Source: an optimization exercise on an open RTL-to-GDS flow (aim: small area). Production flows keep margins and buffers that such runs may drop. Where RTL was checked, it was by simulation tests only, not by an equivalence proof against the original.

==> flow/design.v (excerpt) <==
module sdm_cic_decim #(
    parameter int unsigned CH         = 4,
    parameter int unsigned ORDER      = 4,
    parameter int unsigned DECIM_LOG2 = 6,
    parameter int unsigned OUT_W      = 16
) (
    input  logic                  clk,
    input  logic                  rst,
    input  logic                  sync_clr,
    input  logic                  valid_in,
    input  logic [CH-1:0]         din,
    output logic                  dout_valid,
    input  logic                  dout_ready,
    output logic [CH*OUT_W-1:0]   dout,
    output logic                  overrun
);
    function automatic logic [15:0] w0f(input logic [5:0] r);
        case (r)
            6'd0: w0f = 16'd39711;
            6'd1: w0f = 16'd37820;
            6'd2: w0f = 16'd35990;
            6'd3: w0f = 16'd34220;
            6'd4: w0f = 16'd32509;
            6'd5: w0f = 16'd30856;
            6'd6: w0f = 16'd29260;
            6'd7: w0f = 16'd27720;
            6'd8: w0f = 16'd26235;
            6'd9: w0f = 16'd24804;
            6'd10: w0f = 16'd23426;
            6'd11: w0f = 16'd22100;
            6'd12: w0f = 16'd20825;
            6'd13: w0f = 16'd19600;
            6'd14: w0f = 16'd18424;
            6'd15: w0f = 16'd17296;
            6'd16: w0f = 16'd16215;
            6'd17: w0f = 16'd15180;
            6'd18: w0f = 16'd14190;
            6'd19: w0f = 16'd13244;
            6'd20: w0f = 16'd12341;
            6'd21: w0f = 16'd11480;
            6'd22: w0f = 16'd10660;
            6'd23: w0f = 16'd9880;
            6'd24: w0f = 16'd9139;
            6'd25: w0f = 16'd8436;
            6'd26: w0f = 16'd7770;
            6'd27: w0f = 16'd7140;
            6'd28: w0f = 16'd6545;
            6'd29: w0f = 16'd5984;
            6'd30: w0f = 16'd5456;
            6'd31: w0f = 16'd4960;
            6'd32: w0f = 16'd4495;
            6'd33: w0f = 16'd4060;
            6'd34: w0f = 16'd3654;
            6'd35: w0f = 16'd3276;
            6'd36: w0f = 16'd2925;
            6'd37: w0f = 16'd2600;
  ...
==> flow/config.mk <==
export PLATFORM = sky130hd
export DESIGN_NAME = sdm_cic_decim
export DESIGN_NICKNAME = sdm_cic_decim
export VERILOG_FILES = /design/flow/design.v
export SDC_FILE = /design/flow/constraint.sdc
export NUM_CORES = 4
export LEC_CHECK = 0
export CAP_MARGIN = 20
export CORE_MARGIN = 2
export CORE_UTILIZATION = 40
export SLEW_MARGIN = 20
==> flow/constraint.sdc <==
create_clock -name core_clock -period 10.0 [get_ports {clk}]
set_input_delay 2.0000 -clock core_clock [delete_from_list [all_inputs] [get_ports {clk}]]
set_output_delay 2.0000 -clock core_clock [all_outputs]
set_load 0.01 [all_outputs]
run.sh (not shown) runs the stock make flow with config.mk's settings and CLKGATE_MAP_FILE= SYNTH_SCRIPT=/design/flow/synth_recipe.tcl, a recipe that flattens the netlist after the stock synthesis.
Change:
--- a/flow/design.v
+++ b/flow/design.v
@@ -281,32 +281,24 @@
             6'd55: w3f = 16'd30856;
             6'd56: w3f = 16'd32509;
             6'd57: w3f = 16'd34220;
             6'd58: w3f = 16'd35990;
             6'd59: w3f = 16'd37820;
             6'd60: w3f = 16'd39711;
             6'd61: w3f = 16'd41664;
             6'd62: w3f = 16'd43680;
             6'd63: w3f = 16'd45760;
             default: w3f = '0;
         endcase
     endfunction
-    function automatic logic [23:0] add24(input logic [23:0] a, input logic [23:0] b);
-        logic c;
-        c = 1'b0;
-        for (int i = 0; i < 24; i++) begin
-            add24[i] = a[i] ^ b[i] ^ c;
-            c = (a[i] & b[i]) | (c & (a[i] ^ b[i]));
-        end
-    endfunction
     logic          r_vq;
     logic [CH-1:0] r_dq;
     logic [5:0]    r_rc;     
     logic [2:0]    r_warm;
     logic [2:0]    r_lat;    
     logic          r_res;
     logic [CH-1:0] r_fl;     
     logic w_cap, w_pre, w_shf;
     assign w_cap = r_vq && (r_rc == 6'd0);
     assign w_pre = w_cap || (r_lat != 3'd0 && r_lat != 3'd4);
     assign w_shf = (r_lat == 3'd4);
     always_ff @(posedge clk or posedge rst) begin
@@ -358,21 +350,21 @@
     assign w3 = w3f(r_rc);
     assign v1 = w_pre ? 18'(w0) : w1;
     assign v2 = w_pre ? w1 : w2;
     assign v3 = w_pre ? w2 : 18'(w3);
     for (genvar c = 0; c < CH; c++) begin : g_ch
         logic [23:0] s0, s1, s2;
         logic [19:0] s3;
         logic [5:0]  p;
         logic        b, sat;
         assign b   = r_vq && r_dq[c];
         assign sat = r_fl[c] && (s0[23:8] == 16'd0);
         always_ff @(posedge clk) begin
-            s0 <= add24(w_shf ? s1 : s0, (b && !w_pre) ? 24'(w0) : 24'd0);
-            s1 <= add24(w_shf ? s2 : s1, b ? 24'(v1) : 24'd0);
-            s2 <= add24(w_shf ? 24'(s3) : s2, b ? 24'(v2) : 24'd0);
-            s3 <= 20'(add24(24'(w_shf ? 20'(p) : s3), b ? 24'(v3) : 24'd0));
+            s0 <= (w_shf ? s1 : s0) + ((b && !w_pre) ? 24'(w0) : 24'd0);
+            s1 <= (w_shf ? s2 : s1) + (b ? 24'(v1) : 24'd0);
+            s2 <= (w_shf ? 24'(s3) : s2) + (b ? 24'(v2) : 24'd0);
+            s3 <= (w_shf ? 20'(p) : s3) + (b ? 20'(v3) : 20'd0);
             p  <= w_pre ? p + (b ? 6'(w3[4:0]) : 6'd0) : 6'd0;
             if (w_shf) dout[c*OUT_W +: OUT_W] <= {!s0[23] && !sat, s0[22:8] | {15{sat}}};
         end
     end
 endmodule
After rerunning: Cell area is higher by about a fifth; hold slack is better by 0.034 ns; setup slack is better by 2.7 ns; routed wire length climbs by a quarter to a third; via count is higher by well over a third.
The RTL of the first run of this note was laid out without a check of its function.

-- static timing again, ports no longer ideal --
No port has a modelled driver above. Below, the same layouts with a new extraction and two added sets of constraints.
Step 1 sets driving cells, clkbuf_16 on the clock port and buf_2 on the other inputs (assumed; they add their load-dependent delay and slew).
Step 2, shift: input delay + t, output delay - t, t = (earliest + latest rising clock arrival at the registers) / 2. This alone moves slack from input paths to output paths.
Three values: ideal ports, drivers, drivers and shift; two values: the first two.
run | t (ns) | slack for setup (ns) | hold WS [ns] | latest minus earliest clock arrival (ns) | worst data-port slew with drivers (ns)
the first run | 0.645 | 0.330 / 0.330 / 0.330 | 0.471 / 0.471 / 0.471 | 0.023 / 0.023 | 0.03
the second run | 0.700 | 3.058 / 3.058 / 3.058 | 0.505 / 0.505 / 0.505 | 0.055 / 0.056 | 0.04
After both steps every run listed still meets setup and hold.
